Source: an optimization exercise on an open RTL-to-GDS flow (aim: small area and a short achievable clock period). Production flows keep margins and buffers that such runs may drop.
At most, simulation tests tie the RTL to the original design; equivalence was not proved.
The clock input has no modelled driver; a real chip could not lean on it and would need a root buffer or a full tree.
Power and IR drop assume default switching activity.

==> module data_memory_responder, before the edit <==
module data_memory_responder #(
    parameter int DEPTH_LOG2 = 6,
    parameter int LATENCY    = 2
) (
    input  logic        clk,
    input  logic        reset,
    input  logic        req,
    input  logic        we,
    input  logic [31:0] addr,
    input  logic [31:0] wdata,
    output logic        ready,
    output logic [31:0] rdata,
    output logic        err,
    output logic        busy
);
    localparam int NRING = 8;
    localparam int RLEN  = 8;
    logic unused_addr_bits;
    assign unused_addr_bits = &{1'b0, addr[31:8], LATENCY[0], DEPTH_LOG2[0]};
    logic busy_q, a0, a1, a2, ready_q;
    logic idle_q;     
    always_ff @(posedge clk or negedge reset) begin
        if (!reset) begin
            busy_q  <= 1'b0;
            idle_q  <= 1'b1;
            a0      <= 1'b0;
            a1      <= 1'b0;
            a2      <= 1'b0;
            ready_q <= 1'b0;
        end else begin
            busy_q  <= (idle_q && req) || a0 || a1 || a2;
            idle_q  <= !((idle_q && req) || a0 || a1 || a2);
            a0      <= idle_q && req;
            a1      <= a0;
            a2      <= a1;
            ready_q <= a2;
        end
    end
    logic             lat_we;
    logic [1:0]       lat_addr;
    logic [31:0]      lat_wdata;
    logic [NRING-1:0] ring_oh;
    logic             err_q;
    always_ff @(posedge clk) begin
        if (idle_q) begin
            lat_we    <= we;
            lat_addr  <= addr[1:0];
            lat_wdata <= wdata;
            for (int r = 0; r < NRING; r++) ring_oh[r] <= (addr[7:5] == 3'(r));
        end
    end
    always_ff @(posedge clk) err_q <= (lat_addr[1:0] != 2'b00);
    logic [2:0]      ph;
    logic [RLEN-1:0] phoh;
    always_ff @(posedge clk) begin
        ph <= ph + 3'd1;
        for (int i = 0; i < RLEN; i++) phoh[i] <= (ph + 3'd1 == 3'(i));
    end
    logic [RLEN-1:0] slot_new, pos_new, lpos;
    logic            al_new, al_lat;
    always_comb begin
        for (int i = 0; i < RLEN; i++) slot_new[i] = (addr[4:2] == 3'(i));
        for (int k = 0; k < RLEN; k++) begin
            pos_new[k] = 1'b0;
            for (int i = 0; i < RLEN; i++)
                pos_new[k] = pos_new[k] || (slot_new[i] && phoh[(k - i) & (RLEN - 1)]);
        end
    end
    always_ff @(posedge clk) begin
        if (idle_q) lpos <= {pos_new[RLEN-2:0], pos_new[RLEN-1]};
        else        lpos <= {lpos[RLEN-2:0], lpos[RLEN-1]};
    end
    assign al_new  = (addr[1:0] == 2'b00);
    assign al_lat  = (lat_addr[1:0] == 2'b00);
    logic             st_new, st_lat;
    logic [NRING-1:0] wen0, wen4;
    assign st_new = reset && req && we && al_new;
    assign st_lat = (a0 || a1 || a2) && lat_we && al_lat;
    always_ff @(posedge clk) begin
        for (int r = 0; r < NRING; r++) begin
            wen0[r] <= idle_q ? (st_new && addr[7:5] == 3'(r) && pos_new[6])
                              : (st_lat && ring_oh[r] && lpos[6]);
            wen4[r] <= idle_q ? (st_new && addr[7:5] == 3'(r) && pos_new[2])
                              : (st_lat && ring_oh[r] && lpos[2]);
        end
    end
    logic [31:0] ring [NRING][RLEN];
    for (genvar r = 0; r < NRING; r++) begin : g_ring
        always_ff @(posedge clk) begin
            for (int p = 0; p < RLEN; p++) begin
                if (p == 0)      ring[r][p] <= wen0[r] ? lat_wdata : ring[r][RLEN-1];
                else if (p == 4) ring[r][p] <= wen4[r] ? lat_wdata : ring[r][p-1];
                else             ring[r][p] <= ring[r][p-1];
            end
        end
    end
    logic             ld_new, ld_lat, hit_new, hit_lat;
    logic [NRING-1:0] rsel0, rsel3, rsel6;
    logic             cap;
    assign ld_new  = req && !we && al_new;
    assign ld_lat  = (a0 || a1) && !lat_we && al_lat;
    assign hit_new = (pos_new[7]) || (pos_new[2]) || (pos_new[5]);
    assign hit_lat = lpos[7] || lpos[2] || lpos[5];
    always_ff @(posedge clk) begin
        for (int r = 0; r < NRING; r++) begin
            rsel0[r] <= idle_q ? (ld_new && addr[7:5] == 3'(r) && pos_new[7])
                               : (ld_lat && ring_oh[r] && lpos[7]);
            rsel3[r] <= idle_q ? (ld_new && addr[7:5] == 3'(r) && pos_new[2])
                               : (ld_lat && ring_oh[r] && lpos[2]);
            rsel6[r] <= idle_q ? (ld_new && addr[7:5] == 3'(r) && pos_new[5])
                               : (ld_lat && ring_oh[r] && lpos[5]);
        end
    end
    always_ff @(posedge clk or negedge reset) begin
        if (!reset) cap <= 1'b0;
        else        cap <= idle_q ? (req && (!al_new || (!we && hit_new)))
                                  : (ld_lat && hit_lat);
    end
    logic [31:0] rd_mux;
    always_comb begin
        rd_mux = 32'h0;
        for (int r = 0; r < NRING; r++) begin
            rd_mux = rd_mux | ({32{rsel0[r]}} & ring[r][0]) | ({32{rsel3[r]}} & ring[r][3]) |
                     ({32{rsel6[r]}} & ring[r][6]);
        end
    end
    logic        clr;
    logic [31:0] rdata_q;
    always_ff @(posedge clk or negedge reset) begin
        if (!reset) clr <= 1'b1;
        else        clr <= 1'b0;
    end
    always_ff @(posedge clk) begin
        if (clr)      rdata_q <= 32'h0;
        else if (cap) rdata_q <= rd_mux;
    end
    assign ready = ready_q;
    assign busy  = busy_q;
    assign rdata = rdata_q;
    assign err   = err_q;
endmodule
==> flow/config.mk <==
export PLATFORM = sky130hd
export DESIGN_NAME = data_memory_responder
export DESIGN_NICKNAME = data_memory_responder
export VERILOG_FILES = /design/flow/design.v
export SDC_FILE = /design/flow/constraint.sdc
export NUM_CORES = 4
export LEC_CHECK = 0
export CAP_MARGIN = 20
export CORE_MARGIN = 2
export CORE_UTILIZATION = 60
export SETUP_SLACK_MARGIN = 2.6
export SLEW_MARGIN = 20
==> flow/constraint.sdc <==
create_clock -name core_clock -period 4.5 [get_ports {clk}]
set_input_delay 0.9000 -clock core_clock [delete_from_list [all_inputs] [get_ports {clk}]]
set_output_delay 0.9000 -clock core_clock [all_outputs]
set_load 0.01 [all_outputs]
standard.sh (not shown) runs the stock make flow with config.mk's settings and CLKGATE_MAP_FILE= SYNTH_SCRIPT=/design/flow/synth_recipe.tcl, a recipe that flattens the netlist after the stock synthesis.
==> flow/flow/run.sh <==
#!/bin/bash
# Layout flow: the standard ORFS flow (standard.sh), with the clock tree
# built by flow/pre_cts.tcl (a two-level balanced tree) instead of TritonCTS.
# The whole make/ORFS output goes to standard_flow.log in the work folder;
# ORFS also keeps each step's own log under orfs/logs/.
set -euo pipefail
export PRE_CTS_TCL="$PWD/flow/pre_cts.tcl"
bash standard.sh > standard_flow.log 2>&1
Other scripts of this flow, unchanged in this note and not shown: flow/flow/my_tree.tcl, flow/flow/pre_cts.tcl
The starting point went through all stages and came out clean.
Change:
--- a/flow/design.v
+++ b/flow/design.v
@@ -29,6 +29,6 @@
             ready_q <= 1'b0;
         end else begin
-            busy_q  <= (idle_q && req) || a0 || a1 || a2;
-            idle_q  <= !((idle_q && req) || a0 || a1 || a2);
+            busy_q  <= busy_q ? !ready_q : req;
+            idle_q  <= busy_q ? ready_q : !req;
             a0      <= idle_q && req;
             a1      <= a0;
@@ -51,23 +51,16 @@
     end
     always_ff @(posedge clk) err_q <= (lat_addr[1:0] != 2'b00);
-    logic [2:0]      ph;
-    logic [RLEN-1:0] phoh;
+    logic [2:0] ph;
+    always_ff @(posedge clk) ph <= ph + 3'd1;
+    logic [2:0]      pos_new;
+    logic [RLEN-1:0] lpos;
+    logic            al_new, al_lat;
+    assign pos_new = addr[4:2] + ph;
     always_ff @(posedge clk) begin
-        ph <= ph + 3'd1;
-        for (int i = 0; i < RLEN; i++) phoh[i] <= (ph + 3'd1 == 3'(i));
-    end
-    logic [RLEN-1:0] slot_new, pos_new, lpos;
-    logic            al_new, al_lat;
-    always_comb begin
-        for (int i = 0; i < RLEN; i++) slot_new[i] = (addr[4:2] == 3'(i));
-        for (int k = 0; k < RLEN; k++) begin
-            pos_new[k] = 1'b0;
-            for (int i = 0; i < RLEN; i++)
-                pos_new[k] = pos_new[k] || (slot_new[i] && phoh[(k - i) & (RLEN - 1)]);
+        if (idle_q) begin
+            for (int p = 0; p < RLEN; p++) lpos[p] <= (pos_new + 3'd1 == 3'(p));
+        end else begin
+            lpos <= {lpos[RLEN-2:0], lpos[RLEN-1]};
         end
-    end
-    always_ff @(posedge clk) begin
-        if (idle_q) lpos <= {pos_new[RLEN-2:0], pos_new[RLEN-1]};
-        else        lpos <= {lpos[RLEN-2:0], lpos[RLEN-1]};
     end
     assign al_new  = (addr[1:0] == 2'b00);
@@ -79,7 +72,7 @@
     always_ff @(posedge clk) begin
         for (int r = 0; r < NRING; r++) begin
-            wen0[r] <= idle_q ? (st_new && addr[7:5] == 3'(r) && pos_new[6])
+            wen0[r] <= idle_q ? (st_new && addr[7:5] == 3'(r) && pos_new == 3'd6)
                               : (st_lat && ring_oh[r] && lpos[6]);
-            wen4[r] <= idle_q ? (st_new && addr[7:5] == 3'(r) && pos_new[2])
+            wen4[r] <= idle_q ? (st_new && addr[7:5] == 3'(r) && pos_new == 3'd2)
                               : (st_lat && ring_oh[r] && lpos[2]);
         end
@@ -100,13 +93,13 @@
     assign ld_new  = req && !we && al_new;
     assign ld_lat  = (a0 || a1) && !lat_we && al_lat;
-    assign hit_new = (pos_new[7]) || (pos_new[2]) || (pos_new[5]);
+    assign hit_new = (pos_new == 3'd7) || (pos_new == 3'd2) || (pos_new == 3'd5);
     assign hit_lat = lpos[7] || lpos[2] || lpos[5];
     always_ff @(posedge clk) begin
         for (int r = 0; r < NRING; r++) begin
-            rsel0[r] <= idle_q ? (ld_new && addr[7:5] == 3'(r) && pos_new[7])
+            rsel0[r] <= idle_q ? (ld_new && addr[7:5] == 3'(r) && pos_new == 3'd7)
                                : (ld_lat && ring_oh[r] && lpos[7]);
-            rsel3[r] <= idle_q ? (ld_new && addr[7:5] == 3'(r) && pos_new[2])
+            rsel3[r] <= idle_q ? (ld_new && addr[7:5] == 3'(r) && pos_new == 3'd2)
                                : (ld_lat && ring_oh[r] && lpos[2]);
-            rsel6[r] <= idle_q ? (ld_new && addr[7:5] == 3'(r) && pos_new[5])
+            rsel6[r] <= idle_q ? (ld_new && addr[7:5] == 3'(r) && pos_new == 3'd5)
                                : (ld_lat && ring_oh[r] && lpos[5]);
         end
=>
- The new run completed with no timing, DRC or antenna violations
- power decreases by 15%
- core utilization increases by 0.47 points
- die area decreases by 1.2%
- synthesized cell count decreases by about 2.4%
- routed wire length decreases by 1.8%
- cell area decreases by 0.79%
- sequential power decreases by 15%
- combinational power decreases by 75%
- clock power decreases by about 0.5%
- sequential share of layout area increases by 0.34 points
- first-iteration DRC count increases by 11%
Only the layout flow was run in the second run of this note; the RTL was not checked for function there. No run of this note takes its clock network from TritonCTS; it comes from the design's own scripts or RTL.

-- port drivers added, routing unchanged --
Ports are ideal in the flow. The routed layouts listed here were re-timed in OpenROAD. Step 1 assumes that a clkbuf_16 drives the clock port and a buf_2 every other input. Step 2 moves the port delays by t, midway between the first and last clock arrival at a register: inputs arrive t later, outputs are due t later. That takes back most of the time a late clock gives input paths. a / b / c = ideal / step 1 / step 2; a / b = the first two.
run	shift t [ns]	slack for setup (ns)	worst setup path after step 2	worst register clock-pin slew, ns
the first run	0.682	2.551 / 2.382 / 2.057	input to register	0.11 / 0.11
the second run	0.677	2.480 / 2.375 / 1.935	input to register	0.11 / 0.11
After both steps setup and hold are still met in every run listed. The setup slack of the second run, which loses most, moves by -0.105 ns with the drivers and by -0.545 ns with both steps.
